This is an optimization exercise on Yosys and OpenROAD, whose aim is small area, a short achievable clock period and few clock cycles, not a production implementation.
Where RTL was checked, it was by simulation tests only, not by an equivalence proof against the original.
Function not checked in run 1: the RTL went through the layout flow alone.

==> flow/design.v <==
package dehaze_pkg;
    localparam int img_dim = 8;
    localparam int num_pix = img_dim * img_dim;
    function automatic logic [6:0] gain_lut(input logic [7:0] d);
        case (d)
            8'd0: gain_lut = 7'd64;
            8'd1: gain_lut = 7'd64;
            8'd2: gain_lut = 7'd64;
            8'd3: gain_lut = 7'd64;
            8'd4: gain_lut = 7'd61;
            8'd5: gain_lut = 7'd61;
            8'd6: gain_lut = 7'd61;
            8'd7: gain_lut = 7'd59;
            8'd8: gain_lut = 7'd59;
            8'd9: gain_lut = 7'd59;
            8'd10: gain_lut = 7'd57;
            8'd11: gain_lut = 7'd57;
            8'd12: gain_lut = 7'd57;
            8'd13: gain_lut = 7'd57;
            8'd14: gain_lut = 7'd55;
            8'd15: gain_lut = 7'd55;
            8'd16: gain_lut = 7'd55;
            8'd17: gain_lut = 7'd53;
            8'd18: gain_lut = 7'd53;
            8'd19: gain_lut = 7'd53;
            8'd20: gain_lut = 7'd51;
            8'd21: gain_lut = 7'd51;
            8'd22: gain_lut = 7'd51;
            8'd23: gain_lut = 7'd51;
            8'd24: gain_lut = 7'd50;
            8'd25: gain_lut = 7'd50;
            8'd26: gain_lut = 7'd50;
            8'd27: gain_lut = 7'd48;
            8'd28: gain_lut = 7'd48;
            8'd29: gain_lut = 7'd48;
            8'd30: gain_lut = 7'd47;
            8'd31: gain_lut = 7'd47;
            8'd32: gain_lut = 7'd47;
            8'd33: gain_lut = 7'd47;
            8'd34: gain_lut = 7'd45;
            8'd35: gain_lut = 7'd45;
            8'd36: gain_lut = 7'd45;
            8'd37: gain_lut = 7'd44;
            8'd38: gain_lut = 7'd44;
            8'd39: gain_lut = 7'd44;
            8'd40: gain_lut = 7'd43;
            8'd41: gain_lut = 7'd43;
            8'd42: gain_lut = 7'd43;
            8'd43: gain_lut = 7'd43;
            8'd44: gain_lut = 7'd42;
            8'd45: gain_lut = 7'd42;
            8'd46: gain_lut = 7'd42;
            8'd47: gain_lut = 7'd41;
            8'd48: gain_lut = 7'd41;
            8'd49: gain_lut = 7'd41;
            8'd50: gain_lut = 7'd40;
            8'd51: gain_lut = 7'd40;
            8'd52: gain_lut = 7'd40;
            8'd53: gain_lut = 7'd40;
            8'd54: gain_lut = 7'd39;
            8'd55: gain_lut = 7'd39;
            8'd56: gain_lut = 7'd39;
            8'd57: gain_lut = 7'd38;
            8'd58: gain_lut = 7'd38;
            8'd59: gain_lut = 7'd38;
            8'd60: gain_lut = 7'd37;
            8'd61: gain_lut = 7'd37;
            8'd62: gain_lut = 7'd37;
            8'd63: gain_lut = 7'd37;
            8'd64: gain_lut = 7'd36;
            8'd65: gain_lut = 7'd36;
            8'd66: gain_lut = 7'd36;
            8'd67: gain_lut = 7'd35;
            8'd68: gain_lut = 7'd35;
            8'd69: gain_lut = 7'd35;
            8'd70: gain_lut = 7'd34;
            8'd71: gain_lut = 7'd34;
            8'd72: gain_lut = 7'd34;
            8'd73: gain_lut = 7'd34;
            8'd74: gain_lut = 7'd34;
            8'd75: gain_lut = 7'd34;
            8'd76: gain_lut = 7'd34;
            8'd77: gain_lut = 7'd33;
            8'd78: gain_lut = 7'd33;
            8'd79: gain_lut = 7'd33;
            8'd80: gain_lut = 7'd32;
            8'd81: gain_lut = 7'd32;
            8'd82: gain_lut = 7'd32;
            8'd83: gain_lut = 7'd32;
            8'd84: gain_lut = 7'd32;
            8'd85: gain_lut = 7'd32;
            8'd86: gain_lut = 7'd32;
            8'd87: gain_lut = 7'd31;
            8'd88: gain_lut = 7'd31;
            8'd89: gain_lut = 7'd31;
            8'd90: gain_lut = 7'd30;
            8'd91: gain_lut = 7'd30;
            8'd92: gain_lut = 7'd30;
            8'd93: gain_lut = 7'd30;
            8'd94: gain_lut = 7'd30;
            8'd95: gain_lut = 7'd30;
            8'd96: gain_lut = 7'd30;
            8'd97: gain_lut = 7'd29;
            8'd98: gain_lut = 7'd29;
            8'd99: gain_lut = 7'd29;
            8'd100: gain_lut = 7'd29;
            8'd101: gain_lut = 7'd29;
            8'd102: gain_lut = 7'd29;
            8'd103: gain_lut = 7'd29;
            8'd104: gain_lut = 7'd28;
            8'd105: gain_lut = 7'd28;
            8'd106: gain_lut = 7'd28;
            8'd107: gain_lut = 7'd28;
            8'd108: gain_lut = 7'd28;
            8'd109: gain_lut = 7'd28;
            8'd110: gain_lut = 7'd27;
            8'd111: gain_lut = 7'd27;
            8'd112: gain_lut = 7'd27;
            8'd113: gain_lut = 7'd27;
            8'd114: gain_lut = 7'd27;
            8'd115: gain_lut = 7'd27;
            8'd116: gain_lut = 7'd27;
            8'd117: gain_lut = 7'd26;
            8'd118: gain_lut = 7'd26;
            8'd119: gain_lut = 7'd26;
            8'd120: gain_lut = 7'd26;
            8'd121: gain_lut = 7'd26;
            8'd122: gain_lut = 7'd26;
            8'd123: gain_lut = 7'd26;
            8'd124: gain_lut = 7'd25;
            8'd125: gain_lut = 7'd25;
            8'd126: gain_lut = 7'd25;
            8'd127: gain_lut = 7'd25;
            8'd128: gain_lut = 7'd25;
            8'd129: gain_lut = 7'd25;
            8'd130: gain_lut = 7'd25;
            8'd131: gain_lut = 7'd25;
            8'd132: gain_lut = 7'd25;
            8'd133: gain_lut = 7'd25;
            8'd134: gain_lut = 7'd24;
            8'd135: gain_lut = 7'd24;
            8'd136: gain_lut = 7'd24;
            8'd137: gain_lut = 7'd24;
            8'd138: gain_lut = 7'd24;
            8'd139: gain_lut = 7'd24;
            8'd140: gain_lut = 7'd23;
            8'd141: gain_lut = 7'd23;
            8'd142: gain_lut = 7'd23;
            8'd143: gain_lut = 7'd23;
            8'd144: gain_lut = 7'd23;
            8'd145: gain_lut = 7'd23;
            8'd146: gain_lut = 7'd23;
            8'd147: gain_lut = 7'd23;
            8'd148: gain_lut = 7'd23;
            8'd149: gain_lut = 7'd23;
            8'd150: gain_lut = 7'd22;
            8'd151: gain_lut = 7'd22;
            8'd152: gain_lut = 7'd22;
            8'd153: gain_lut = 7'd22;
            8'd154: gain_lut = 7'd22;
            8'd155: gain_lut = 7'd22;
            8'd156: gain_lut = 7'd22;
            8'd157: gain_lut = 7'd22;
            8'd158: gain_lut = 7'd22;
            8'd159: gain_lut = 7'd22;
            8'd160: gain_lut = 7'd21;
            8'd161: gain_lut = 7'd21;
            8'd162: gain_lut = 7'd21;
            8'd163: gain_lut = 7'd21;
            8'd164: gain_lut = 7'd21;
            8'd165: gain_lut = 7'd21;
            8'd166: gain_lut = 7'd21;
            8'd167: gain_lut = 7'd21;
            8'd168: gain_lut = 7'd21;
            8'd169: gain_lut = 7'd21;
            8'd170: gain_lut = 7'd21;
            8'd171: gain_lut = 7'd21;
            8'd172: gain_lut = 7'd21;
            8'd173: gain_lut = 7'd21;
            8'd174: gain_lut = 7'd20;
            8'd175: gain_lut = 7'd20;
            8'd176: gain_lut = 7'd20;
            8'd177: gain_lut = 7'd20;
            8'd178: gain_lut = 7'd20;
            8'd179: gain_lut = 7'd20;
            8'd180: gain_lut = 7'd20;
            8'd181: gain_lut = 7'd20;
            8'd182: gain_lut = 7'd20;
            8'd183: gain_lut = 7'd20;
            8'd184: gain_lut = 7'd20;
            8'd185: gain_lut = 7'd20;
            8'd186: gain_lut = 7'd20;
            8'd187: gain_lut = 7'd19;
            8'd188: gain_lut = 7'd19;
            8'd189: gain_lut = 7'd19;
            8'd190: gain_lut = 7'd19;
            8'd191: gain_lut = 7'd19;
            8'd192: gain_lut = 7'd19;
            8'd193: gain_lut = 7'd19;
            8'd194: gain_lut = 7'd19;
            8'd195: gain_lut = 7'd19;
            8'd196: gain_lut = 7'd19;
            8'd197: gain_lut = 7'd19;
            8'd198: gain_lut = 7'd19;
            8'd199: gain_lut = 7'd19;
            8'd200: gain_lut = 7'd18;
            8'd201: gain_lut = 7'd18;
            8'd202: gain_lut = 7'd18;
            8'd203: gain_lut = 7'd18;
            8'd204: gain_lut = 7'd18;
            8'd205: gain_lut = 7'd18;
            8'd206: gain_lut = 7'd18;
            8'd207: gain_lut = 7'd18;
            8'd208: gain_lut = 7'd18;
            8'd209: gain_lut = 7'd18;
            8'd210: gain_lut = 7'd18;
            8'd211: gain_lut = 7'd18;
            8'd212: gain_lut = 7'd18;
            8'd213: gain_lut = 7'd18;
            8'd214: gain_lut = 7'd17;
            8'd215: gain_lut = 7'd17;
            8'd216: gain_lut = 7'd17;
            8'd217: gain_lut = 7'd17;
            8'd218: gain_lut = 7'd17;
            8'd219: gain_lut = 7'd17;
            8'd220: gain_lut = 7'd17;
            8'd221: gain_lut = 7'd17;
            8'd222: gain_lut = 7'd17;
            8'd223: gain_lut = 7'd17;
            8'd224: gain_lut = 7'd17;
            8'd225: gain_lut = 7'd17;
            8'd226: gain_lut = 7'd17;
            8'd227: gain_lut = 7'd17;
            8'd228: gain_lut = 7'd17;
            8'd229: gain_lut = 7'd17;
            8'd230: gain_lut = 7'd17;
            8'd231: gain_lut = 7'd17;
            8'd232: gain_lut = 7'd17;
            8'd233: gain_lut = 7'd17;
            8'd234: gain_lut = 7'd16;
            8'd235: gain_lut = 7'd16;
            8'd236: gain_lut = 7'd16;
            8'd237: gain_lut = 7'd16;
            8'd238: gain_lut = 7'd16;
            8'd239: gain_lut = 7'd16;
            8'd240: gain_lut = 7'd16;
            8'd241: gain_lut = 7'd16;
            8'd242: gain_lut = 7'd16;
            8'd243: gain_lut = 7'd16;
            8'd244: gain_lut = 7'd16;
            8'd245: gain_lut = 7'd16;
            8'd246: gain_lut = 7'd16;
            8'd247: gain_lut = 7'd16;
            8'd248: gain_lut = 7'd16;
            8'd249: gain_lut = 7'd16;
            8'd250: gain_lut = 7'd16;
            8'd251: gain_lut = 7'd16;
            8'd252: gain_lut = 7'd16;
            8'd253: gain_lut = 7'd16;
            8'd254: gain_lut = 7'd16;
            8'd255: gain_lut = 7'd16;
            default: gain_lut = 7'd16;
        endcase
    endfunction
endpackage
`timescale 1ns/1ps
module dehaze_top (
    input  logic        clk,
    input  logic        rst,
    input  logic        in_req,
    output logic        in_ack,
    input  logic [23:0] in_pix,      
    output logic        out_req,
    input  logic        out_ack,
    output logic [23:0] out_pix,     
    output logic        out_last
);
    logic        i_full;            
    logic [23:0] ipix;
    logic [23:0] ch [0:8];          
    logic [5:0]  cnt;               
    logic [3:0]  nold;              
    logic        oraw;              
    logic        ordy;              
    logic        pin;               
    logic        pdr;               
    logic [6:0]  gain;
    logic [7:0]  vm [0:7];          
    logic [7:0]  v3p;               
    logic [7:0]  pmin;              
    function automatic logic lt8(input logic [7:0] a, input logic [7:0] b);
        lt8 = 1'b0;
        for (int i = 0; i < 8; i++) lt8 = (~a[i] & b[i]) | (~(a[i] & ~b[i]) & lt8);
    endfunction
    function automatic logic [7:0] min2(input logic [7:0] a, input logic [7:0] b);
        min2 = lt8(a, b) ? a : b;
    endfunction
    function automatic logic [7:0] min3(input logic [23:0] p);
        logic rg, rb, gb;
        rg = lt8(p[23:16], p[15:8]);
        rb = lt8(p[23:16], p[7:0]);
        gb = lt8(p[15:8], p[7:0]);
        min3 = (rg && rb) ? p[23:16] : (!rg && gb) ? p[15:8] : p[7:0];
    endfunction
    function automatic logic [7:0] min3s(input logic [23:0] p);
        min3s = min2(min2(p[23:16], p[15:8]), p[7:0]);
    endfunction
    function automatic logic [7:0] recover(input logic [7:0] c, input logic [6:0] g);
        logic [7:0]  u;
        logic [13:0] s, k, pp, ns, nk;
        logic [14:0] p;
        u = ~c;
        s = {6'b0, u & {8{g[0]}}};
        k = 14'd0;
        for (int j = 1; j < 6; j++) begin
            pp = {6'b0, u & {8{g[j]}}} << j;
            ns = s ^ k ^ pp;
            nk = ((s & k) | (s & pp) | (k & pp)) << 1;
            s  = ns;
            k  = nk;
        end
        p = {1'b0, s + k} | (g[6] ? {1'b0, u, 6'b0} : 15'd0);
        recover = (|p[14:12]) ? 8'd0 : ~p[11:4];
    endfunction
    logic [7:0] m_new, m_up, v3, dark, pm_new, vm_new;
    logic [3:0] nnew;
    logic       out_free, do_in, do_drain, c8_valid, interior;
    assign m_new  = min3s(ipix);
    assign m_up   = min3s(ch[7]);
    assign v3     = min2(vm[7], m_new);
    assign dark   = min2(pmin, v3);
    assign pm_new = min2(v3p, v3);
    assign vm_new = min2(m_up, m_new);
    assign nnew     = (cnt > 6'd8) ? 4'd9 : cnt[3:0];
    assign out_free = (!oraw && !ordy && !out_req) || (out_req && out_ack);
    assign do_in    = i_full && !pin && out_free;
    assign do_drain = !i_full && !pdr && (nold != 4'd0) && out_free;
    assign c8_valid = (nold != 4'd0) || (cnt > 6'd8);
    assign interior = (cnt[2:1] != 2'd0) && (cnt[5:4] != 2'd0);
    always_ff @(posedge clk or posedge rst) begin
        if (rst) begin
            i_full  <= 1'b0;
            in_ack  <= 1'b0;
            cnt     <= '0;
            nold    <= '0;
            oraw    <= 1'b0;
            ordy    <= 1'b0;
            out_req <= 1'b0;
            pin     <= 1'b0;
            pdr     <= 1'b0;
        end else begin
            if (in_req && !in_ack && (!i_full || pin)) begin
                i_full <= 1'b1;
                in_ack <= 1'b1;
            end else begin
                if (in_ack && !in_req) in_ack <= 1'b0;
                if (pin) i_full <= 1'b0;
            end
            pin <= do_in;
            pdr <= do_drain;
            if (pin) begin
                cnt <= cnt + 1'b1;
                if (cnt == 6'd63) nold <= 4'd9;
                else if (nold != 4'd0) nold <= nold - 1'b1;
            end else if (pdr) begin
                nold <= nold - 1'b1;
            end
            if (out_req && out_ack) out_req <= 1'b0;
            if ((oraw || ordy) && !out_ack) out_req <= 1'b1;
            ordy <= (oraw || ordy) && out_ack;
            oraw <= (do_in && c8_valid) || do_drain;
        end
    end
    always_ff @(posedge clk) begin
        if (!i_full || pin) ipix <= in_pix;
        if (pin) begin
            ch[0] <= ipix;
            vm[0] <= vm_new;
            for (int k = 1; k < 8; k++) vm[k] <= vm[k-1];
            v3p  <= v3;
            pmin <= pm_new;
        end
        for (int k = 1; k < 9; k++) begin
            if (pin || (pdr && nnew < 4'(k))) ch[k] <= ch[k-1];
        end
        gain <= (i_full && interior) ? dehaze_pkg::gain_lut(dark) : 7'd16;
        if (oraw) begin
            out_pix[23:16] <= recover(ch[8][23:16], gain);
            out_pix[15:8]  <= recover(ch[8][15:8], gain);
            out_pix[7:0]   <= recover(ch[8][7:0], gain);
            out_last       <= (nold == 4'd1);
        end
    end
endmodule
==> flow/flow/run.sh <==
#!/bin/bash
# Own flow: the standard synthesis, then the standard ORFS layout with the
# platform's delay cells kept out of buffering and resizing (they otherwise end
# up as port and wire buffers). Each step's output goes to its own log here.
set -euo pipefail
PLATFORM_DONT_USE="sky130_fd_sc_hd__probe_p_8 sky130_fd_sc_hd__probec_p_8 sky130_fd_sc_hd__lpflow_bleeder_1 sky130_fd_sc_hd__lpflow_clkbufkapwr_1 sky130_fd_sc_hd__lpflow_clkbufkapwr_16 sky130_fd_sc_hd__lpflow_clkbufkapwr_2 sky130_fd_sc_hd__lpflow_clkbufkapwr_4 sky130_fd_sc_hd__lpflow_clkbufkapwr_8 sky130_fd_sc_hd__lpflow_clkinvkapwr_1 sky130_fd_sc_hd__lpflow_clkinvkapwr_16 sky130_fd_sc_hd__lpflow_clkinvkapwr_2 sky130_fd_sc_hd__lpflow_clkinvkapwr_4 sky130_fd_sc_hd__lpflow_clkinvkapwr_8 sky130_fd_sc_hd__lpflow_decapkapwr_12 sky130_fd_sc_hd__lpflow_decapkapwr_3 sky130_fd_sc_hd__lpflow_decapkapwr_4 sky130_fd_sc_hd__lpflow_decapkapwr_6 sky130_fd_sc_hd__lpflow_decapkapwr_8 sky130_fd_sc_hd__lpflow_inputiso0n_1 sky130_fd_sc_hd__lpflow_inputiso0p_1 sky130_fd_sc_hd__lpflow_inputiso1n_1 sky130_fd_sc_hd__lpflow_inputiso1p_1 sky130_fd_sc_hd__lpflow_inputisolatch_1 sky130_fd_sc_hd__lpflow_isobufsrc_1 sky130_fd_sc_hd__lpflow_isobufsrc_16 sky130_fd_sc_hd__lpflow_isobufsrc_2 sky130_fd_sc_hd__lpflow_isobufsrc_4 sky130_fd_sc_hd__lpflow_isobufsrc_8 sky130_fd_sc_hd__lpflow_isobufsrckapwr_16 sky130_fd_sc_hd__lpflow_lsbuf_lh_hl_isowell_tap_1 sky130_fd_sc_hd__lpflow_lsbuf_lh_hl_isowell_tap_2 sky130_fd_sc_hd__lpflow_lsbuf_lh_hl_isowell_tap_4 sky130_fd_sc_hd__lpflow_lsbuf_lh_isowell_4 sky130_fd_sc_hd__lpflow_lsbuf_lh_isowell_tap_1 sky130_fd_sc_hd__lpflow_lsbuf_lh_isowell_tap_2 sky130_fd_sc_hd__lpflow_lsbuf_lh_isowell_tap_4"
DELAY_CELLS="sky130_fd_sc_hd__clkdlybuf4s15_1 sky130_fd_sc_hd__clkdlybuf4s15_2 sky130_fd_sc_hd__clkdlybuf4s18_1 sky130_fd_sc_hd__clkdlybuf4s18_2 sky130_fd_sc_hd__clkdlybuf4s25_1 sky130_fd_sc_hd__clkdlybuf4s25_2 sky130_fd_sc_hd__clkdlybuf4s50_1 sky130_fd_sc_hd__clkdlybuf4s50_2 sky130_fd_sc_hd__dlygate4sd1_1 sky130_fd_sc_hd__dlygate4sd2_1 sky130_fd_sc_hd__dlygate4sd3_1 sky130_fd_sc_hd__dlymetal6s2s_1 sky130_fd_sc_hd__dlymetal6s4s_1 sky130_fd_sc_hd__dlymetal6s6s_1"
bash standard.sh synth > synth.log 2>&1
bash standard.sh "DONT_USE_CELLS=$PLATFORM_DONT_USE $DELAY_CELLS" finish > layout.log 2>&1
test -s out/final.def
==> flow/standard.sh <==
#!/bin/bash
# synth_recipe.tcl (not shown) runs the flow's synth.tcl, then flattens the netlist and writes it again
# the make line also repeats each setting of config.mk as NAME=value (left out here)
make -C /OpenROAD-flow-scripts/flow DESIGN_CONFIG=/design/flow/config.mk WORK_HOME=/design/flow/orfs CLKGATE_MAP_FILE= SYNTH_SCRIPT=/design/flow/synth_recipe.tcl "${@:-finish}"
==> flow/config.mk <==
export PLATFORM = sky130hd
export DESIGN_NAME = dehaze_top
export DESIGN_NICKNAME = dehaze_top
export VERILOG_FILES = /design/flow/design.v
export SDC_FILE = /design/flow/constraint.sdc
export NUM_CORES = 4
export LEC_CHECK = 0
export ABC_AREA = 1
export CAP_MARGIN = 50
export CORE_MARGIN = 2
export CORE_UTILIZATION = 70
export CTS_CLUSTER_DIAMETER = 100
export CTS_CLUSTER_SIZE = 30
export SLEW_MARGIN = 50
==> flow/constraint.sdc <==
create_clock -name core_clock -period 25.0 [get_ports {clk}]
set_input_delay 5.0000 -clock core_clock [delete_from_list [all_inputs] [get_ports {clk}]]
set_output_delay 5.0000 -clock core_clock [all_outputs]
set_load 0.01 [all_outputs]
==> results of run 1 <==
worst max-delay path by stage:
stage                start          end  slack (ps)  cells after the start
2_1_floorplan      out_ack         oraw       19400                      5
3_3_place_gp       out_ack         oraw       19250                      6
3_5_place_dp       ipix[9]      gain[0]       19180                     51
4_1_cts        out_pix[11]  out_pix[11]       18910                      1
5_1_grt           ipix[18]      gain[0]       18350                     49
6_report            in_ack       in_ack       18930                      1
cells by family after synthesis:
logic type,synth area share (%)
AO/OA/AOI/OAI,5.02
XOR/XNOR,0.691
adder cells (fa/ha/maj),12.4
buffers and inverters,6.39
flip-flops,61.6
AND/OR/NAND/NOR,13.9
layout make-up:
type	instances	area (µm²)	share of cell area [%]
inverters	262	983	5.22
clock buffers	22	423	2.24
clock inverters	3	66.3	0.352
flip-flops and latches	369	10900	58.0
repair buffers	64	300	1.59
multi-input cells	874	5720	30.4
well taps	330	413	2.19
layer usage:
layer  vias to the layer above  wire [µm]
li1                       5155          -
met1                      5147      12700
met2                       290      16200
met3                        66       1330
met4                         0        910
met5                         -          0
stage by stage:
step | worst slack (ps) | instances
3_5_place_dp | 19180 | 1898
5_1_grt | 18350 | 1924
4_1_cts | 18910 | 1923
2_1_floorplan | 19400 | 1532
6_report | 18930 | 1924
3_3_place_gp | 19250 | 1896
flip-flops by register name (all words and copies together), names as in the netlist:
register,flops
ch,216
vm,64
ipix,24
out_pix,24
pmin,8
v3p,8
gain,7
cnt,6
nold,4
i_full,1
in_ack,1
oraw,1
ordy,1
out_last,1
out_req,1
pdr,1
pin,1
placed cells by master (no fill, tap or decap), types with 7 or more instances in the layout:
cell       instances
nand3_1           78
a21oi_1           36
ha_1              46
nor2_1           141
nand2_1          308
dfrtp_1           15
o21ai_2            7
inv_1            248
buf_1             56
inv_2             11
edfxtp_1         345
o21ai_1            8
nand2_2           16
o22ai_1           11
o21ai_0           56
nor3_1             9
xor2_1             9
clkbuf_16         16
fa_1              81
o221ai_1           7
==> results.txt, run 1 <==
met2 usage=44.0%; Synth Register Bits=369; Setup TNS=0 ps; Std-Cell Rows=58; max_cap viols=0; RSZ-0062 raised after global routing=no; CTS tree=yes; clk slew on worst S/H paths=110 ps; grt peak-use layer=met2; critical path class=flip-flop to output port; f_max=165 MHz; HP Class=flip-flop to flip-flop; Detailed Routing Iterations Pass 1=5; Resized cells post-CTS=0; slowest CP cell=dfrtp_1; asr flop ratio synth=4.61%; crit path DAT=1070 ps; DP HPWL=22500 µm; number of global-route vias before repair=10600; FF-to-FF path depth=51; Buf/Inv on CP=1; number of distinct library cells after synthesis=48; Min-Delay Path Depth=0; core area=0.0250 mm²; Post-Syn Area=0.0177 mm²; setup repair bufs after CTS=0; routed vias=10700; clk sinks=369; cts hold-fix bufs=0; # fillers=1662; global-route met1 utilization=30.3%; top fanout value on the critical path=3; critical path cell sequence=buf_1; Area Overhead vs Synth=6.21%; final net count=1742; Hold Crit Start=ch[5][4]; Hold Path End=ch[6][4]; final hold violations=0; routability cong.=0.890; initial core utilization=70.8%; count of final setup violators=0; Initial DRC Count=805; grt met3 use=2.64%; slew margin rel.=55.2%; Synth top area share=58.4%; full die area=0.0266 mm²; Skew-Pair Late Insertion Delay=530 ps; largest area contributor in the netlist=edfxtp_1; first-pass GRT wire length=50200 µm; Synth Net Count=1687; Worst Hold Slack=422 ps; yosys warns=3; largest net degree at the start of global routing=48; Worst Path Required=20000 ps; Routed WL per cell=16.2 µm; max-slew violations=0; post-synthesis cell count=1532; antenna diode count=0; clock buffer depth=3; Num CTS Buffers=16; synth top area cells=edfxtp_1, fa_1, nand2_1; Post-synth top cells=edfxtp_1, nand2_1, inv_1, nor2_1, fa_1; crit end category=output port; top-count cell post-synth=edfxtp_1; Seq/Total Area, Yosys=61.6%; worst slew pin tran=665 ps; GRT Overall Usage=24.0%; # port buffers=54; initial antenna violation count=0; post-route cell area=0.0188 mm²; Vias/cell=5.54; r2r endpoint=gain[0]; EDFF count, synth=345; DRC=0; Horiz. Die Dim=163 µm; Top FF cell, synth=edfxtp_1; CTS root buf=clkbuf_16; Util after Layout=75.2%; layout cells sized above 1=5.40%; Final ANT Viol Nets=0; Critical Path Source Type=flip-flop; crit path time final=6070 ps; skew final=23.7 ps; # H-tree levels=1; Synth Area per Inst=11.6 µm²; DP Area=0.0183 mm²; total I/O pin count=55; Max stage delay on crit path=410 ps; GRT Residual Overflow=0; Total Routed Length=31200 µm; status=finished clean; Die H=163 µm; Tcrit/Tclk final=24.3%; r2r startpoint=ipix[9]; Top delay family on crit path=flip-flops; reg2reg setup slack=19060 ps
==> run 2, diff against run 1 <==
--- a/flow/design.v
+++ b/flow/design.v
@@ -327,3 +327,3 @@
     logic       out_free, do_in, do_drain, c8_valid, interior;
-    assign m_new  = min3s(ipix);
+    assign m_new  = min3(ipix);
     assign m_up   = min3s(ch[7]);
==> run 2 against run 1 <==
  * Synthesized area grew 0.97%
  * Critical path depth is the same
  * Count of clock-buffer cells in the layout grew 2
  * Non-clock buffer count is the same
==> results.txt, run 2 <==
status=finished clean (unchanged); Top delay family on crit path=flip-flops (unchanged); final worst slack=18940 ps (was 18930 ps); largest area contributor in the netlist=edfxtp_1 (unchanged); number of distinct library cells after synthesis=50 (was 48); RSZ-0062 raised after global routing=no (unchanged); Synth Register Bits=369 (unchanged); HP Class=flip-flop to flip-flop (unchanged); Worst Path Required=20000 ps (about the same); GRT Residual Overflow=0 (unchanged); Tcrit/Tclk final=24.2% (was 24.3%); routability cong.=0.936 (was 0.890); Seq/Total Area, Yosys=61.0% (was 61.6%); core area=0.0252 mm² (was 0.0250 mm²); Buf/Inv on CP=1 (unchanged); crit end category=output port (unchanged); Detailed Routing Iterations Pass 1=5 (unchanged); full die area=0.0269 mm² (was 0.0266 mm²); setup repair bufs after CTS=0 (unchanged); Initial DRC Count=918 (was 805); Place WS=19180 ps (about the same); Max stage delay on crit path=410 ps (about the same); grt met3 use=2.22% (was 2.64%); f_max=165 MHz (about the same); max_cap viols=0 (unchanged); Num CTS Buffers=16 (unchanged); asr flop ratio synth=4.61% (unchanged); critical path class=flip-flop to output port (unchanged); GRT Overall Usage=24.5% (was 24.0%); antenna diode count=0 (unchanged); # port buffers=54 (unchanged); max reg flops=216 (unchanged); commonest non-fill, non-tap cells in the layout=edfxtp_1, nand2_1, inv_1 (unchanged); Setup TNS=0 ps (unchanged); top-count cell post-synth=edfxtp_1 (unchanged); top fanout value on the critical path=3 (unchanged); # H-tree levels=1 (unchanged); crit path time final=6060 ps (was 6070 ps); Area Overhead vs Synth=6.18% (was 6.21%); grt peak-use layer=met2 (unchanged); CTS root buf=clkbuf_16 (unchanged); Final ANT Viol Nets=0 (unchanged); global-route met1 utilization=30.9% (was 30.3%); final hold violations=0 (unchanged); Synth Area per Inst=11.5 µm² (was 11.6 µm²); number of global-route vias before repair=10900 (was 10600); Regs by FF count=ch (216), vm (64) (unchanged); first-pass GRT wire length=51700 µm (was 50200 µm); cts hold-fix bufs=0 (unchanged); Total Routed Length=31900 µm (was 31200 µm); Horiz. Die Dim=164 µm (was 163 µm); max-slew violations=0 (unchanged); Post-Syn Area=0.0179 mm² (was 0.0177 mm²); Biggest register=ch (unchanged); critical path cell sequence=buf_1 (unchanged); final net count=1769 (was 1742); total I/O pin count=55 (unchanged); Routed WL per cell=16.3 µm (was 16.2 µm); Post-synth top cells=edfxtp_1, nand2_1, inv_1, nor2_1, nand3_1 (was edfxtp_1, nand2_1, inv_1, nor2_1, fa_1); crit path DAT=1060 ps (was 1070 ps); synth top area cells=edfxtp_1, fa_1, nand2_1 (unchanged); Util after Layout=75.5% (was 75.2%); Resized cells post-CTS=0 (unchanged); most common cell after layout, fill and taps aside=edfxtp_1 (unchanged); initial antenna violation count=0 (unchanged); Vias/cell=5.59 (was 5.54); Synth top area share=57.8% (was 58.4%); Synth Net Count=1713 (was 1687); slew margin rel.=51.0% (was 55.2%); Critical Path Source Type=flip-flop (unchanged); Top FF cell, synth=edfxtp_1 (unchanged); DP HPWL=23300 µm (was 22500 µm); CTS tree=yes (unchanged); Worst Hold Slack=419 ps (was 422 ps); yosys warns=3 (unchanged); largest net degree at the start of global routing=52 (was 48); post-synthesis cell count=1558 (was 1532); met2 usage=44.8% (was 44.0%); clk sinks=369 (unchanged); EDFF count, synth=345 (unchanged); Std-Cell Rows=58 (unchanged); slowest CP cell=dfrtp_1 (unchanged); count of final setup violators=0 (unchanged); Die H=164 µm (was 163 µm); Skew-Pair Late Insertion Delay=520 ps (was 530 ps); clk slew on worst S/H paths=110 ps (about the same); skew final=25.0 ps (was 23.7 ps); layout cells sized above 1=6.47% (was 5.40%); worst slew pin tran=735 ps (was 665 ps); DRC=0 (unchanged); routed vias=10900 (was 10700); initial core utilization=71.1% (was 70.8%); clock buffer depth=3 (unchanged)
==> run 2: cell types whose count changed after synthesis, moves of 4 or more <==
cell | previous run | this run
nor2_1 | 142 | 137
a21oi_1 | 38 | 29
nand3_1 | 78 | 84
o21ai_1 | 6 | 10
o21ai_0 | 58 | 52
inv_2 | 6 | 10
o22ai_1 | 11 | 17
nand2_1 | 309 | 321
==> run 2: kinds of logic (layout without fill, tap and decap cells) <==
group	Yosys count	in the layout	synth area share [%]
XOR/XNOR	14	14	0.685
buffers and inverters	293	359	6.36
AND/OR/NAND/NOR	603	603	14.6
adder cells (fa/ha/maj)	127	127	12.3
flip-flops	369	369	61.0
AO/OA/AOI/OAI	152	152	5.11
==> run 2: stage by stage <==
stage	std cells	cell area (µm²)
after floorplan	1558	17900
after global placement	1924	18400
after detailed placement	1925	18500
after CTS	1953	19000
after global routing	1954	19000
final	1954	19000
==> run 2: metal layers <==
| layer | part of all wire [%] | up-vias | routed length [µm] |
|---|---|---|---|
| met4 | 3.4 | 0 | 1090 |
| met3 | 4.7 | 81 | 1490 |
| met1 | 41 | 5236 | 13000 |
| met5 | 0 | - | 0 |
| li1 | - | 5250 | - |
| met2 | 51 | 362 | 16300 |
==> run 2: area by class of cell <==
class / count / area [µm²]
clock inverter: 4 / 42.5
fill: 1622 / 6160
inverter: 267 / 1000
clock buffer: 24 / 430
sequential: 369 / 10900
tap: 330 / 413
timing repair buffer: 64 / 288
multi-input combinational: 896 / 5910
==> run 2: worst paths after layout <==
path | startpoint | to | cells after the start | slack, ps
worst max-delay path | out_req | out_req | 1 | 18940
worst min-delay path | ch[5][19] | ch[6][19] | 0 | 420
worst max register to register | gain[0] | out_pix[14] | 17 | 19160
worst min register to register | ch[5][19] | ch[6][19] | 0 | 420
max in group asynchronous | rst | pin | 2 | 20290
min in group asynchronous | rst | nold[1] | 2 | 4420
Testbench counts of run 2, summed over its fixed seeds: cycles 8,352.
==> run 3, diff against run 2 <==
--- a/flow/config.mk
+++ b/flow/config.mk
@@ -8,3 +8,3 @@
 export ABC_AREA = 1
-export CAP_MARGIN = 50
+export CAP_MARGIN = 40
 export CORE_MARGIN = 2
@@ -13,2 +13,2 @@
 export CTS_CLUSTER_SIZE = 30
-export SLEW_MARGIN = 50
+export SLEW_MARGIN = 40
==> run 3 against run 2 <==
  * Still clean
  * Die area unchanged
  * Design area shrank 0.24%
  * First-iteration DRC count is 9.9% lower
  * Sequential share of layout area increased by 0.14 points
  * Via count decreased by 0.41%
  * Utilization decreased by 0.18 points
  * Non-clock buffer count fell by 1
  * Global-route usage rose by 0.10 points
  * Register-to-register slack improved by 70 ps
  * Synthesized cell count unchanged
  * Critical path type unchanged
==> results.txt, run 3 <==
# port buffers=54 (unchanged); initial antenna violation count=0 (unchanged); FF-to-FF path depth=17 (unchanged); max-slew violations=0 (unchanged); DP Area=0.0185 mm² (about the same); critical path cell sequence=buf_1 (unchanged); setup repair bufs after CTS=0 (unchanged); crit path DAT=1060 ps (about the same); initial core utilization=71.1% (unchanged); Final ANT Viol Nets=0 (unchanged); Initial DRC Count=827 (was 918); RSZ-0062 raised after global routing=no (unchanged); Regs by FF count=ch (216), vm (64) (unchanged); Die H=164 µm (unchanged); # H-tree levels=1 (unchanged); Horiz. Die Dim=164 µm (unchanged); max reg flops=216 (unchanged); Skew-Pair Late Insertion Delay=520 ps (about the same); Top delay family on crit path=flip-flops (unchanged); synth top area cells=edfxtp_1, fa_1, nand2_1 (unchanged); DRC=0 (unchanged); Critical Path Stages=1 (unchanged); commonest non-fill, non-tap cells in the layout=edfxtp_1, nand2_1, inv_1 (unchanged); final net count=1768 (was 1769); Post-synth top cells=edfxtp_1, nand2_1, inv_1, nor2_1, nand3_1 (unchanged); Post-Syn Area=0.0179 mm² (unchanged); Detailed Routing Iterations Pass 1=7 (was 5); slowest CP cell=dfrtp_1 (unchanged); Min-Delay Path Depth=0 (unchanged); Seq/Total Area, Yosys=61.0% (unchanged); DP HPWL=23200 µm (was 23300 µm); clk slew on worst S/H paths=110 ps (about the same); largest net degree at the start of global routing=64 (was 52); full die area=0.0269 mm² (unchanged); Vias/cell=5.57 (was 5.59); most common cell after layout, fill and taps aside=edfxtp_1 (unchanged); yosys warns=3 (unchanged); slew margin rel.=47.1% (was 51.0%); f_max=165 MHz (about the same); skew final=20.4 ps (was 25.0 ps); Buf/Inv on CP=1 (unchanged); Synth Register Bits=369 (unchanged); cts hold-fix bufs=0 (unchanged); count of final setup violators=0 (unchanged); first-pass GRT wire length=51800 µm (was 51700 µm); antenna diode count=0 (unchanged); asr flop ratio synth=4.61% (unchanged); Util after Layout=75.3% (was 75.5%); top fanout value on the critical path=3 (unchanged); Resized cells post-CTS=0 (unchanged); CTS tree=yes (unchanged); clock buffer depth=3 (unchanged); number of distinct library cells after synthesis=50 (unchanged); Synth top area share=57.8% (unchanged); Std-Cell Rows=58 (unchanged); status=finished clean (unchanged); Worst Hold Slack=420 ps (was 419 ps); clk sinks=369 (unchanged); Setup TNS=0 ps (unchanged); Area Overhead vs Synth=5.92% (was 6.18%); Critical Path Source Type=flip-flop (unchanged); critical path class=flip-flop to output port (unchanged); Max stage delay on crit path=410 ps (about the same); Worst Path Required=20000 ps (about the same); Top FF cell, synth=edfxtp_1 (unchanged); Biggest register=ch (unchanged); Synth Net Count=1713 (unchanged); CTS root buf=clkbuf_16 (unchanged); routed vias=10900 (about the same); Reg area=0.0109 mm² (unchanged); crit end category=output port (unchanged); crit path time final=6060 ps (about the same); final hold violations=0 (unchanged); Num CTS Buffers=16 (unchanged); worst slew pin tran=787 ps (was 735 ps); GRT Overall Usage=24.6% (was 24.5%); top-count cell post-synth=edfxtp_1 (unchanged); Tcrit/Tclk final=24.2% (about the same); # fillers=1635 (was 1622); GRT Residual Overflow=0 (unchanged); EDFF count, synth=345 (unchanged); total I/O pin count=55 (unchanged); post-route cell area=0.0190 mm² (about the same); post-synthesis cell count=1558 (unchanged); largest area contributor in the netlist=edfxtp_1 (unchanged); HP Class=flip-flop to flip-flop (unchanged); Routed WL per cell=16.3 µm (about the same); routability cong.=0.936 (unchanged); number of global-route vias before repair=10800 (was 10900); multi-input logic area=0.00588 mm² (was 0.00591 mm²); Total Routed Length=31800 µm (was 31900 µm); core area=0.0252 mm² (unchanged); Synth Area per Inst=11.5 µm² (unchanged); max_cap viols=0 (unchanged); layout cells sized above 1=6.04% (was 6.47%)
## run 3: cell counts after synthesis
Identical to the previous run, type by type.
## run 3: cells by family after synthesis
group,count (synthesis),share of synthesized area (%)
simple gates,603,14.6
flops,369,61.0
fa+ha+maj,127,12.3
compound gates,152,5.11
xor+xnor,14,0.685
buf+inv,293,6.36
## run 3: final timing paths
kind | from | to | slack, ps
max | out_req | out_req | 18940
min | ch[3][22] | ch[4][22] | 420
max reg2reg | gain[0] | out_pix[14] | 19230
min reg2reg | ch[3][22] | ch[4][22] | 420
max in group asynchronous | rst | pin | 19990
min in group asynchronous | rst | nold[3] | 4530
## run 3: per-layer routing
layer	wire (µm)	part of all wire [%]	up-vias	GRT usage, %
met5	0	0	-	0
met4	974	3.1	0	8.29
met3	1460	4.6	59	2.58
met2	16400	52	337	44.4
met1	13000	41	5238	31.2
li1	-	-	5250	-
## run 3: final cells by class
cell class,instances,area share [%]
flip-flops and latches,369,57.6
well taps,330,2.18
multi-input cells,896,31.0
inverters,267,5.30
clock buffers,24,2.27
repair buffers,63,1.42
clock inverters,4,0.224
## run 3: stage by stage
step | cells | setup WS, ps
after detailed placement | 1924 | 19150
after CTS | 1952 | 18910
after global routing | 1953 | 18890
final | 1953 | 18940
after global placement | 1924 | 19260
after floorplan | 1558 | 19400
==> run 4, diff against run 3 <==
--- a/flow/design.v
+++ b/flow/design.v
@@ -385,3 +385,3 @@
         end
-        gain <= (i_full && interior) ? dehaze_pkg::gain_lut(dark) : 7'd16;
+        gain <= interior ? dehaze_pkg::gain_lut(dark) : 7'd16;
         if (oraw) begin
--- a/flow/config.mk
+++ b/flow/config.mk
@@ -8,7 +8,7 @@
 export ABC_AREA = 1
-export CAP_MARGIN = 40
+export CAP_MARGIN = 50
 export CORE_MARGIN = 2
-export CORE_UTILIZATION = 70
+export CORE_UTILIZATION = 75
 export CTS_CLUSTER_DIAMETER = 100
 export CTS_CLUSTER_SIZE = 30
-export SLEW_MARGIN = 40
+export SLEW_MARGIN = 50
==> run 4 against run 3 <==
  * Flip-flop and latch count unchanged
  * Register-to-register slack worse by 40 ps
  * Count of clock-buffer cells in the layout up 1
  * Critical path type unchanged
  * Critical endpoint is now in_ack
  * Highest routed layer unchanged
==> results.txt, run 4 <==
mux cell area share after synthesis=0% (unchanged); Buf/Inv on CP=1 (unchanged); routability cong.=0.960 (was 0.936); crit end category=output port (unchanged); Max stage delay on crit path=390 ps (was 410 ps); skew final=20.9 ps (was 20.4 ps); max layer used=met4 (unchanged); HP Class=flip-flop to flip-flop (unchanged); Total Routed Length=34500 µm (was 31800 µm); Tcrit/Tclk final=24.3% (was 24.2%); FF-to-FF path depth=17 (unchanged); RSZ-0062 raised after global routing=no (unchanged); top-count cell post-synth=edfxtp_1 (unchanged); Hold Path End=ch[4][2] (was ch[4][22]); Final ANT Viol Nets=0 (unchanged); routed vias=11400 (was 10900); post-synthesis cell count=1560 (was 1558); f_max=165 MHz (about the same); Synth Area per Inst=11.4 µm² (was 11.5 µm²); slew margin rel.=53.2% (was 47.1%); Die H=158 µm (was 164 µm); Seq/Total Area, Yosys=61.2% (was 61.0%); max_cap viols=0 (unchanged); full die area=0.0250 mm² (was 0.0269 mm²); # port buffers=54 (unchanged); DRC=0 (unchanged); Simple-Gate Fraction of Synth Area=14.3% (was 14.6%); Critical Path Source Type=flip-flop (unchanged); critical path cell sequence=buf_1 (unchanged); crit path time final=6070 ps (was 6060 ps); Synth top area share=58.1% (was 57.8%); clk slew on worst S/H paths=110 ps (about the same); largest area contributor in the netlist=edfxtp_1 (unchanged); critical path class=flip-flop to output port (unchanged); Biggest register=ch (unchanged); Skew-Pair Late Insertion Delay=530 ps (was 520 ps); number of global-route vias before repair=11200 (was 10800); r2r endpoint=out_pix[22] (was out_pix[14]); yosys warns=3 (unchanged); Vias/cell=5.86 (was 5.57); total I/O pin count=55 (unchanged); max reg flops=216 (unchanged); WL met3=2510 µm (was 1460 µm); Post-synth top cells=edfxtp_1, nand2_1, inv_1, nor2_1, nand3_1 (unchanged); met2 WL=17800 µm (was 16400 µm); initial antenna violation count=0 (unchanged); Min-Delay Path Depth=0 (unchanged); initial core utilization=76.3% (was 71.1%); cts hold-fix bufs=0 (unchanged); Routed WL per cell=17.7 µm (was 16.3 µm); Std-Cell Rows=56 (was 58); commonest non-fill, non-tap cells in the layout=edfxtp_1, nand2_1, inv_1 (unchanged); max-slew violations=0 (unchanged); met1 WL=12500 µm (was 13000 µm); GRT Residual Overflow=0 (unchanged); Resized cells post-CTS=0 (unchanged); Worst Path Required=20000 ps (about the same); clk sinks=369 (unchanged); slowest CP cell=dfrtp_1 (unchanged); # H-tree levels=1 (unchanged); EDFF count, synth=345 (unchanged); GRT Overall Usage=28.5% (was 24.6%); Horiz. Die Dim=158 µm (was 164 µm); count of final setup violators=0 (unchanged); DP HPWL=23800 µm (was 23200 µm); largest net degree at the start of global routing=62 (was 64); status=finished clean (unchanged); setup repair bufs after CTS=0 (unchanged); Top FF cell, synth=edfxtp_1 (unchanged); final hold violations=0 (unchanged); Synth Net Count=1715 (was 1713); CTS tree=yes (unchanged); clock buffer depth=3 (unchanged); layout cells sized above 1=5.17% (was 6.04%); asr flop ratio synth=4.61% (unchanged); Top delay family on crit path=flip-flops (unchanged); top fanout value on the critical path=3 (unchanged); Regs by FF count=ch (216), vm (64) (unchanged); Detailed Routing Iterations Pass 1=6 (was 7); synth top area cells=edfxtp_1, fa_1, nand2_1 (unchanged); worst slew pin tran=694 ps (was 787 ps); Worst Hold Slack=419 ps (was 420 ps); Post-Syn Area=0.0178 mm² (was 0.0179 mm²); Num CTS Buffers=16 (unchanged); Util after Layout=80.9% (was 75.3%); antenna diode count=0 (unchanged); Initial DRC Count=1122 (was 827); Hold Crit Start=ch[3][2] (was ch[3][22]); Area Overhead vs Synth=6.14% (was 5.92%); most common cell after layout, fill and taps aside=edfxtp_1 (unchanged); Setup TNS=0 ps (unchanged); number of distinct library cells after synthesis=51 (was 50); final net count=1771 (was 1768); Synth Area in Compound Gates=5.20% (was 5.11%); combinational family with the most area after synthesis=simple AND/OR/NAND/NOR gates (unchanged); CTS root buf=clkbuf_16 (unchanged); reg2reg setup slack=19190 ps (was 19230 ps); r2r startpoint=gain[0] (unchanged); Synth Register Bits=369 (unchanged); crit path DAT=1080 ps (was 1060 ps); core area=0.0234 mm² (was 0.0252 mm²); Post-Synth XOR/XNOR Area=0.687% (was 0.685%); Synth Area in Adders=12.3% (about the same); first-pass GRT wire length=54900 µm (was 51800 µm)
run 4: logic make-up after synthesis:
logic type               after synthesis
AND/OR/NAND/NOR                      607
flip-flops                           369
buffers and inverters                291
AO/OA/AOI/OAI                        152
adder cells (fa/ha/maj)              127
XOR/XNOR                              14
run 4: final cells by class:
type                            instances  area [µm²]
Clock inverter                          3        43.8
Sequential cell                       369       10900
Multi-Input combinational cell        900        5840
Fill cell                            1349        4460
Inverter                              265         995
Clock buffer                           25         434
Timing Repair Buffer                   64         297
Tap cell                              319         399
run 4: per-layer routing:
metal | GRT usage, % | up-vias
met2 | 50.7 | 592
met5 | 0 | -
met3 | 4.03 | 149
met1 | 35.0 | 5399
li1 | - | 5267
met4 | 12.5 | 0
run 4: worst register-to-register path, delay by kind of cell (launching register included):
family                   cells  cell delay (ps)
AO/OA/AOI/OAI                4              780
adder cells (fa/ha/maj)      7             2880
buffers and inverters        3              610
flip-flops                   1              460
AND/OR/NAND/NOR              3              910
run 4: metrics by stage:
step	setup WS, ps	area (µm²)	instances
floorplan	19350	17800	1560
global placement	19250	18400	1915
detailed placement	19170	18400	1915
CTS	18910	18900	1943
global route	18860	18900	1945
finish	18930	18900	1945
run 4: worst max-delay path by stage:
stage	startpoint	endpoint	cells after the start
2_1_floorplan	pin	ch[1][0]	5
3_3_place_gp	out_ack	oraw	6
3_5_place_dp	out_ack	oraw	5
4_1_cts	in_ack	in_ack	1
5_1_grt	gain[0]	out_pix[19]	17
6_report	in_ack	in_ack	1
Testbench counts of run 4, summed over its fixed seeds: cycles 8,352.
==> run 5, diff against run 4 <==
--- a/flow/config.mk
+++ b/flow/config.mk
@@ -10,3 +10,3 @@
 export CORE_MARGIN = 2
-export CORE_UTILIZATION = 75
+export CORE_UTILIZATION = 60
 export CTS_CLUSTER_DIAMETER = 100
==> run 5 against run 4 <==
  * Final cell count is 3.4% higher
  * Non-clock buffer count stayed put
  * Critical endpoint is now out_req
  * Register-to-register slack better by 50 ps
  * Highest routed layer unchanged
  * Flip-flop and latch count stayed put
  * Critical path depth stayed put
  * First-iteration DRC count is 39% lower
  * Via count is 8.0% lower
  * Synthesized area stayed put
==> results.txt, run 5 <==
status=finished clean (unchanged); routability cong.=0.840 (was 0.960); antenna diode count=0 (unchanged); Regs by FF count=ch (216), vm (64) (unchanged); Vias/cell=5.22 (was 5.86); Buf/Inv on CP=1 (unchanged); full die area=0.0311 mm² (was 0.0250 mm²); GRT Overall Usage=20.4% (was 28.5%); GRT Residual Overflow=0 (unchanged); routed vias=10500 (was 11400); Std-Cell Rows=63 (was 56); Skew-Pair Late Insertion Delay=520 ps (was 530 ps); Total Routed Length=30600 µm (was 34500 µm); count of final setup violators=0 (unchanged); Worst Path Required=20000 ps (about the same); critical path startpoint=out_req (was in_ack); initial core utilization=60.5% (was 76.3%); core area=0.0295 mm² (was 0.0234 mm²); Critical Path Source Type=flip-flop (unchanged); DRC=0 (unchanged); Horiz. Die Dim=176 µm (was 158 µm); synth top area cells=edfxtp_1, fa_1, nand2_1 (unchanged); most common cell after layout, fill and taps aside=edfxtp_1 (unchanged); Final ANT Viol Nets=0 (unchanged); critical path class=flip-flop to output port (unchanged); Initial DRC Count=686 (was 1122); Detailed Routing Iterations Pass 1=5 (was 6); skew final=24.5 ps (was 20.9 ps); Resized cells post-CTS=0 (unchanged); crit end category=output port (unchanged); cts hold-fix bufs=0 (unchanged); number of global-route vias before repair=10200 (was 11200); Setup TNS=0 ps (unchanged); HP Class=flip-flop to flip-flop (unchanged); Synth top area share=58.1% (unchanged); yosys warns=3 (unchanged); Max stage delay on crit path=410 ps (was 390 ps); Hold Crit Start=ch[0][10] (was ch[3][2]); CTS tree=yes (unchanged); Top FF cell, synth=edfxtp_1 (unchanged); EDFF count, synth=345 (unchanged); FF-to-FF path depth=17 (unchanged); Num CTS Buffers=17 (was 16); largest net degree at the start of global routing=81 (was 62); worst slew pin tran=672 ps (was 694 ps); Hold Path End=ch[1][10] (was ch[4][2]); Seq/Total Area, Yosys=61.2% (unchanged); Min-Delay Path Depth=0 (unchanged); total I/O pin count=55 (unchanged); critical path cell sequence=buf_1 (unchanged); max-slew violations=0 (unchanged); top-count cell post-synth=edfxtp_1 (unchanged); final hold violations=0 (unchanged); setup repair bufs after CTS=0 (unchanged); Synth Register Bits=369 (unchanged); max reg flops=216 (unchanged); Worst Hold Slack=412 ps (was 419 ps); r2r startpoint=gain[0] (unchanged); commonest non-fill, non-tap cells in the layout=edfxtp_1, nand2_1, inv_1 (unchanged); reg2reg setup slack=19240 ps (was 19190 ps); # H-tree levels=1 (unchanged); Die H=176 µm (was 158 µm); RSZ-0062 raised after global routing=no (unchanged); Synth Net Count=1715 (unchanged); post-synthesis cell count=1560 (unchanged); final net count=1772 (was 1771); Biggest register=ch (unchanged); f_max=165 MHz (about the same); # port buffers=54 (unchanged); crit path DAT=1060 ps (was 1080 ps); DP HPWL=22900 µm (was 23800 µm); slew margin rel.=55.1% (was 53.2%); slowest CP cell=dfrtp_1 (unchanged); Area Overhead vs Synth=6.56% (was 6.14%); crit path time final=6060 ps (was 6070 ps); number of distinct library cells after synthesis=51 (unchanged); clk slew on worst S/H paths=100 ps (was 110 ps); Critical Path Stages=1 (unchanged); CTS root buf=clkbuf_16 (unchanged); Synth Area per Inst=11.4 µm² (unchanged); top fanout value on the critical path=3 (unchanged); Post-synth top cells=edfxtp_1, nand2_1, inv_1, nor2_1, nand3_1 (unchanged); clk sinks=369 (unchanged); largest area contributor in the netlist=edfxtp_1 (unchanged); Top delay family on crit path=flip-flops (unchanged); DP Area=0.0185 mm² (was 0.0184 mm²); r2r endpoint=out_pix[22] (unchanged); Routed WL per cell=15.2 µm (was 17.7 µm); initial antenna violation count=0 (unchanged); first-pass GRT wire length=50300 µm (was 54900 µm); Post-Syn Area=0.0178 mm² (unchanged); layout cells sized above 1=5.30% (was 5.17%); asr flop ratio synth=4.61% (unchanged); post-route cell area=0.0190 mm² (was 0.0189 mm²); clock buffer depth=3 (unchanged); max_cap viols=0 (unchanged); Tcrit/Tclk final=24.2% (was 24.3%)
[run 5: cell counts after synthesis]
No cell type changed its count.
[run 5: cells by family (layout without fill, tap and decap cells)]
| family | after synthesis | after routing | share of synthesized area [%] |
|---|---|---|---|
| simple gates | 607 | 607 | 14.3 |
| flops | 369 | 369 | 61.2 |
| buf+inv | 291 | 353 | 6.28 |
| compound gates | 152 | 152 | 5.20 |
| fa+ha+maj | 127 | 127 | 12.3 |
| xor+xnor | 14 | 14 | 0.687 |
[run 5: worst max-delay path by stage]
stage / to / slack, ps
6_report: out_req / 18940
5_1_grt: in_ack / 18880
4_1_cts: out_pix[22] / 18910
3_5_place_dp: oraw / 19140
3_3_place_gp: oraw / 19240
2_1_floorplan: ch[1][0] / 19350
[run 5: area by class of cell]
| cell class | count | area (µm²) |
|---|---|---|
| fill | 2368 | 10500 |
| clock inverter | 5 | 66.3 |
| timing repair buffer | 64 | 258 |
| clock buffer | 19 | 433 |
| multi-input combinational | 900 | 5840 |
| sequential | 369 | 10900 |
| tap | 390 | 488 |
| inverter | 265 | 995 |
[run 5: routing by layer]
metal	GRT usage [%]	vias up	share of wire [%]
li1	-	5258	-
met1	27.2	4995	45
met2	36.2	200	50
met3	2.07	42	3.3
met4	5.13	0	2.5
met5	0	-	0
[run 5: metrics by stage]
step / util [%] / setup WS, ps / std cells
floorplan: - / 19350 / 1560
global placement: 62.7 / 19240 / 1988
detailed placement: 62.7 / 19140 / 1988
CTS: 64.4 / 18910 / 2012
global route: 64.5 / 18880 / 2012
finish: 64.5 / 18940 / 2012
==> run 6, diff against run 5 <==
--- a/flow/config.mk
+++ b/flow/config.mk
@@ -10,3 +10,3 @@
 export CORE_MARGIN = 2
-export CORE_UTILIZATION = 60
+export CORE_UTILIZATION = 70
 export CTS_CLUSTER_DIAMETER = 100
==> run 6 against run 5 <==
  * Still clean on timing, DRC and antenna
  * Design area fell by 0.36%
  * Via count up 3.6%
  * Non-clock buffer count fell by 1
  * Clock skew is 18 ps higher
  * Global-route usage grew 4.1 points
  * Maximum frequency fell by 0.10%
  * Critical endpoint unchanged
  * Highest routed layer unchanged
==> results.txt, run 6 <==
first-pass GRT wire length=51600 µm (was 50300 µm); Setup TNS=0 ps (unchanged); status=finished clean (unchanged); initial core utilization=71.1% (was 60.5%); CTS root buf=clkbuf_16 (unchanged); Num CTS Buffers=16 (was 17); DP Area=0.0184 mm² (was 0.0185 mm²); commonest non-fill, non-tap cells in the layout=edfxtp_1, nand2_1, inv_1 (unchanged); initial antenna violation count=0 (unchanged); Synth Net Count=1715 (unchanged); critical path class=flip-flop to output port (unchanged); non-filler cells, final=1955 (was 2012); skew final=42.2 ps (was 24.5 ps); layout cells sized above 1=5.23% (was 5.30%); number of distinct library cells after synthesis=51 (unchanged); r2r startpoint=gain[0] (unchanged); Area Overhead vs Synth=6.17% (was 6.56%); Synth Register Bits=369 (unchanged); max-slew violations=0 (unchanged); Synth Area per Inst=11.4 µm² (unchanged); slew margin rel.=55.5% (was 55.1%); synth top area cells=edfxtp_1, fa_1, nand2_1 (unchanged); Seq/Total Area, Yosys=61.2% (unchanged); slowest CP cell=dfrtp_1 (unchanged); routability cong.=0.913 (was 0.840); HP Class=flip-flop to flip-flop (unchanged); Skew-Pair Late Insertion Delay=530 ps (was 520 ps); yosys warns=3 (unchanged); worst slew pin tran=661 ps (was 672 ps); crit path time final=6060 ps (about the same); Buf/Inv on CP=1 (unchanged); Vias/cell=5.56 (was 5.22); Die H=164 µm (was 176 µm); mux cell area share after synthesis=0% (unchanged); number of global-route vias before repair=10700 (was 10200); antenna diode count=0 (unchanged); GRT Overall Usage=24.5% (was 20.4%); Synth top area share=58.1% (unchanged); combinational family with the most area after synthesis=simple AND/OR/NAND/NOR gates (unchanged); Post-synth top cells=edfxtp_1, nand2_1, inv_1, nor2_1, nand3_1 (unchanged); Synth Area in Compound Gates=5.20% (unchanged); Std-Cell Rows=58 (was 63); Critical Path Source Type=flip-flop (unchanged); Post-Synth XOR/XNOR Area=0.687% (unchanged); crit path DAT=1060 ps (about the same); Tcrit/Tclk final=24.3% (was 24.2%); Min-Delay Path Depth=0 (unchanged); Max stage delay on crit path=410 ps (about the same); clk slew on worst S/H paths=110 ps (was 100 ps); Routed WL per cell=16.5 µm (was 15.2 µm); critical path cell sequence=buf_1 (unchanged); post-synthesis cell count=1560 (unchanged); reg2reg setup slack=19250 ps (was 19240 ps); final hold violations=0 (unchanged); Worst Path Required=20000 ps (about the same); Simple-Gate Fraction of Synth Area=14.3% (unchanged); largest area contributor in the netlist=edfxtp_1 (unchanged); GRT Residual Overflow=0 (unchanged); Final ANT Viol Nets=0 (unchanged); FF-to-FF path depth=17 (unchanged); Synth Area in Adders=12.3% (unchanged); max_cap viols=0 (unchanged); asr flop ratio synth=4.61% (unchanged); total I/O pin count=55 (unchanged); clock buffer depth=3 (unchanged); f_max=165 MHz (about the same); routed vias=10900 (was 10500); Initial DRC Count=786 (was 686); DRC=0 (unchanged); max reg flops=216 (unchanged); r2r endpoint=out_pix[22] (unchanged); Total Routed Length=32300 µm (was 30600 µm); Place WS=19090 ps (was 19140 ps); Resized cells post-CTS=0 (unchanged); Post-Syn Area=0.0178 mm² (unchanged); CTS tree=yes (unchanged); # fillers=1665 (was 2368); # port buffers=54 (unchanged); core area=0.0251 mm² (was 0.0295 mm²); crit end category=output port (unchanged); DP HPWL=23100 µm (was 22900 µm); largest net degree at the start of global routing=57 (was 81); Hold Path End=ch[5][5] (was ch[1][10]); Top FF cell, synth=edfxtp_1 (unchanged); top fanout value on the critical path=3 (unchanged); final worst slack=18940 ps (about the same); Biggest register=ch (unchanged); EDFF count, synth=345 (unchanged); setup repair bufs after CTS=0 (unchanged); Horiz. Die Dim=164 µm (was 176 µm); full die area=0.0268 mm² (was 0.0311 mm²); Inst Count DP=1926 (was 1988); Regs by FF count=ch (216), vm (64) (unchanged); Top delay family on crit path=flip-flops (unchanged); most common cell after layout, fill and taps aside=edfxtp_1 (unchanged); final net count=1770 (was 1772); cts hold-fix bufs=0 (unchanged); post-route cell area=0.0189 mm² (was 0.0190 mm²); count of final setup violators=0 (unchanged); RSZ-0062 raised after global routing=no (unchanged); # H-tree levels=1 (unchanged); Hold Crit Start=ch[4][5] (was ch[0][10]); clk sinks=369 (unchanged); Detailed Routing Iterations Pass 1=5 (unchanged); top-count cell post-synth=edfxtp_1 (unchanged)
[run 6: layout make-up]
type                    instances  area (µm²)  share of cell area (%)
repair buffers                 63         289                    1.53
clock buffers                  25         434                    2.29
clock inverters                 3        41.3                   0.218
flip-flops and latches        369       10900                    57.7
well taps                     330         413                    2.18
inverters                     265         995                    5.25
multi-input cells             900        5840                    30.8
[run 6: cells by family after synthesis]
family | count (synthesis)
AOI/OAI and AO/OA | 152
DFF | 369
and+or+nand+nor | 607
buffers and inverters | 291
xor gates and xnor gates | 14
adders and majority gates | 127
[run 6: worst max-delay path by stage]
stage	start	to	slack (ps)	depth (start not counted)
6_report	out_req	out_req	18940	1
4_1_cts	out_req	out_req	18920	1
5_1_grt	out_req	out_req	18860	1
2_1_floorplan	pin	ch[1][0]	19350	5
3_3_place_gp	out_ack	oraw	19250	5
3_5_place_dp	out_ack	oraw	19090	5
[run 6: per-stage QoR]
| stage | hold slack [ps] | util (%) |
|---|---|---|
| after global routing | 413 | 75.5 |
| after global placement | 400 | 73.2 |
| after floorplan | 400 | - |
| final | 406 | 75.5 |
| after detailed placement | 405 | 73.4 |
| after CTS | 392 | 75.3 |
[run 6: worst register-to-register path, cell delays in order (launching register included)]
cell      delay (ps)
dfxtp_1          420
clkinv_1         460
nor2_1           250
ha_1             260
inv_1             80
fa_1             410
fa_1             540
inv_1             50
fa_1             520
fa_1             490
ha_1             240
fa_1             410
a31oi_1          230
nor2_1            80
o21ai_0          240
a21oi_1          100
or4_1            560
a221oi_1         270
[run 6: per-layer routing]
layer,vias to the layer above,part of all wire [%],track usage (%)
li1,5243,-,-
met1,5215,41,31.3
met2,336,51,43.8
met3,80,4.6,2.62
met4,0,3.5,9.09
met5,-,0,0
==> run 7, diff against run 6 <==
--- a/flow/flow/run.sh
+++ b/flow/flow/run.sh
@@ -8,3 +8,3 @@
 bash standard.sh synth > synth.log 2>&1
-bash standard.sh "DONT_USE_CELLS=$PLATFORM_DONT_USE $DELAY_CELLS" finish > layout.log 2>&1
+bash standard.sh "DONT_USE_CELLS=$PLATFORM_DONT_USE $DELAY_CELLS" "CTS_ARGS=-sink_clustering_enable -repair_clock_nets -sink_clustering_size 30 -sink_clustering_max_diameter 100 -num_static_layers 1" finish > layout.log 2>&1
 test -s out/final.def
==> run 7 against run 6 <==
  * Synthesized cell count unchanged
  * Non-clock buffer count unchanged
  * Critical path depth unchanged
  * Wire length decreased by 3.3%
  * Maximum frequency barely moved
  * First-iteration DRC count down 0.25%
  * Worst setup slack about the same
  * Utilization is the same
  * Sequential share of layout area is the same
  * Register-to-register slack about the same
==> results.txt, run 7 <==
setup repair bufs after CTS=0 (unchanged); Routed WL per cell=16.0 µm (was 16.5 µm); Inst Count DP=1926 (unchanged); Util after Layout=75.5% (unchanged); Hold Crit Start=ch[4][5] (unchanged); total I/O pin count=55 (unchanged); initial core utilization=71.1% (unchanged); DRC=0 (unchanged); Max stage delay on crit path=410 ps (about the same); synth top area cells=edfxtp_1, fa_1, nand2_1 (unchanged); f_max=165 MHz (about the same); RSZ-0062 raised after global routing=no (unchanged); clock buffer depth=3 (unchanged); Initial DRC Count=784 (was 786); largest net degree at the start of global routing=57 (unchanged); Top delay family on crit path=flip-flops (unchanged); Tcrit/Tclk final=24.3% (about the same); Std-Cell Rows=58 (unchanged); Final ANT Viol Nets=0 (unchanged); Synth top area share=58.1% (unchanged); slew margin rel.=53.7% (was 55.5%); Worst Path Required=20000 ps (about the same); layout cells sized above 1=5.23% (unchanged); post-route cell area=0.0189 mm² (unchanged); Skew-Pair Late Insertion Delay=520 ps (was 530 ps); Place WS=19090 ps (unchanged); Detailed Routing Iterations Pass 1=5 (unchanged); Synth Register Bits=369 (unchanged); skew final=31.4 ps (was 42.2 ps); Horiz. Die Dim=164 µm (unchanged); clk sinks=369 (unchanged); slowest CP cell=dfrtp_1 (unchanged); Die H=164 µm (unchanged); Area Overhead vs Synth=6.17% (unchanged); number of global-route vias before repair=10700 (about the same); first-pass GRT wire length=51400 µm (was 51600 µm); HP Class=flip-flop to flip-flop (unchanged); full die area=0.0268 mm² (unchanged); Critical Path Source Type=flip-flop (unchanged); Biggest register=ch (unchanged); CTS tree=yes (unchanged); routed vias=10900 (about the same); antenna diode count=0 (unchanged); # H-tree levels=1 (unchanged); status=finished clean (unchanged); top-count cell post-synth=edfxtp_1 (unchanged); initial antenna violation count=0 (unchanged); Regs by FF count=ch (216), vm (64) (unchanged); non-filler cells, final=1955 (unchanged); count of final setup violators=0 (unchanged); Seq/Total Area, Yosys=61.2% (unchanged); Post-synth top cells=edfxtp_1, nand2_1, inv_1, nor2_1, nand3_1 (unchanged); GRT Residual Overflow=0 (unchanged); Worst Hold Slack=410 ps (was 406 ps); final hold violations=0 (unchanged); top fanout value on the critical path=3 (unchanged); CTS root buf=clkbuf_16 (unchanged); Resized cells post-CTS=0 (unchanged); crit end category=output port (unchanged); Setup TNS=0 ps (unchanged); clk slew on worst S/H paths=110 ps (about the same); EDFF count, synth=345 (unchanged); largest area contributor in the netlist=edfxtp_1 (unchanged); DP Area=0.0184 mm² (unchanged); Post-Syn Area=0.0178 mm² (unchanged); critical path startpoint=out_req (unchanged)
run 7: kinds of logic (layout without fill, tap and decap cells):
family | after synthesis | in the layout | synth area share (%)
and+or+nand+nor | 607 | 607 | 14.3
DFF | 369 | 369 | 61.2
buffers and inverters | 291 | 356 | 6.28
AOI/OAI and AO/OA | 152 | 152 | 5.20
adders and majority gates | 127 | 127 | 12.3
xor gates and xnor gates | 14 | 14 | 0.687
run 7: worst paths after layout:
check	endpoint	slack, ps	cells past startpoint
max reg2reg	out_pix[22]	19240	17
min reg2reg	ch[5][5]	410	0
min in group asynchronous	cnt[2]	4420	2
max	out_req	18940	1
max in group asynchronous	pin	20290	2
min	ch[5][5]	410	0
run 7: metal layers:
| metal | wire length, µm | track usage [%] | vias to the layer above |
|---|---|---|---|
| li1 | - | - | 5245 |
| met1 | 12900 | 31.3 | 5249 |
| met2 | 15900 | 43.4 | 318 |
| met3 | 1430 | 2.64 | 71 |
| met4 | 1030 | 9.05 | 0 |
| met5 | 0 | 0 | - |
run 7: area by class of cell:
| cell class | count | area, µm² | area share [%] |
|---|---|---|---|
| tap | 330 | 413 | 2.18 |
| sequential | 369 | 10900 | 57.7 |
| inverter | 265 | 995 | 5.25 |
| timing repair buffer | 63 | 289 | 1.53 |
| clock buffer | 25 | 434 | 2.29 |
| multi-input combinational | 900 | 5840 | 30.8 |
| clock inverter | 3 | 41.3 | 0.218 |

==> port drivers added, routing unchanged <==
The flow's constraints put no driver on any port. The routed layouts listed below were extracted and timed again, unchanged, in two steps.
Step 1: set_driving_cell puts a clkbuf_16 on clk and a buf_2 on each other input, an assumption about the parent block.
Step 2 moves the port delays by t, midway between the first and last clock arrival at a register: inputs arrive t later, outputs are due t later. That takes back most of the time a late clock gives input paths.
Three values: no drivers, after step 1, after step 2; two values: the first two.
run | t, ns | setup slack, ns | hold slack, ns | clock arrival spread, ns | worst data-port slew with drivers (ns)
run 1 | 0.568 | 18.927 / 18.876 / 19.064 | 0.422 / 0.422 / 0.422 | 0.028 / 0.027 | 0.03
run 2 | 0.550 | 18.938 / 18.890 / 19.158 | 0.419 / 0.419 / 0.419 | 0.030 / 0.031 | 0.03
run 3 | 0.555 | 18.943 / 18.894 / 19.150 | 0.420 / 0.420 / 0.420 | 0.021 / 0.020 | 0.03
run 4 | 0.563 | 18.925 / 18.878 / 19.177 | 0.419 / 0.419 / 0.419 | 0.024 / 0.024 | 0.03
run 5 | 0.558 | 18.942 / 18.892 / 19.153 | 0.412 / 0.412 / 0.412 | 0.024 / 0.025 | 0.03
run 6 | 0.557 | 18.936 / 18.886 / 19.051 | 0.406 / 0.406 / 0.406 | 0.045 / 0.046 | 0.03
run 7 | 0.553 | 18.935 / 18.887 / 19.047 | 0.410 / 0.410 / 0.410 | 0.035 / 0.035 | 0.03
After both steps every run listed still meets setup and hold.
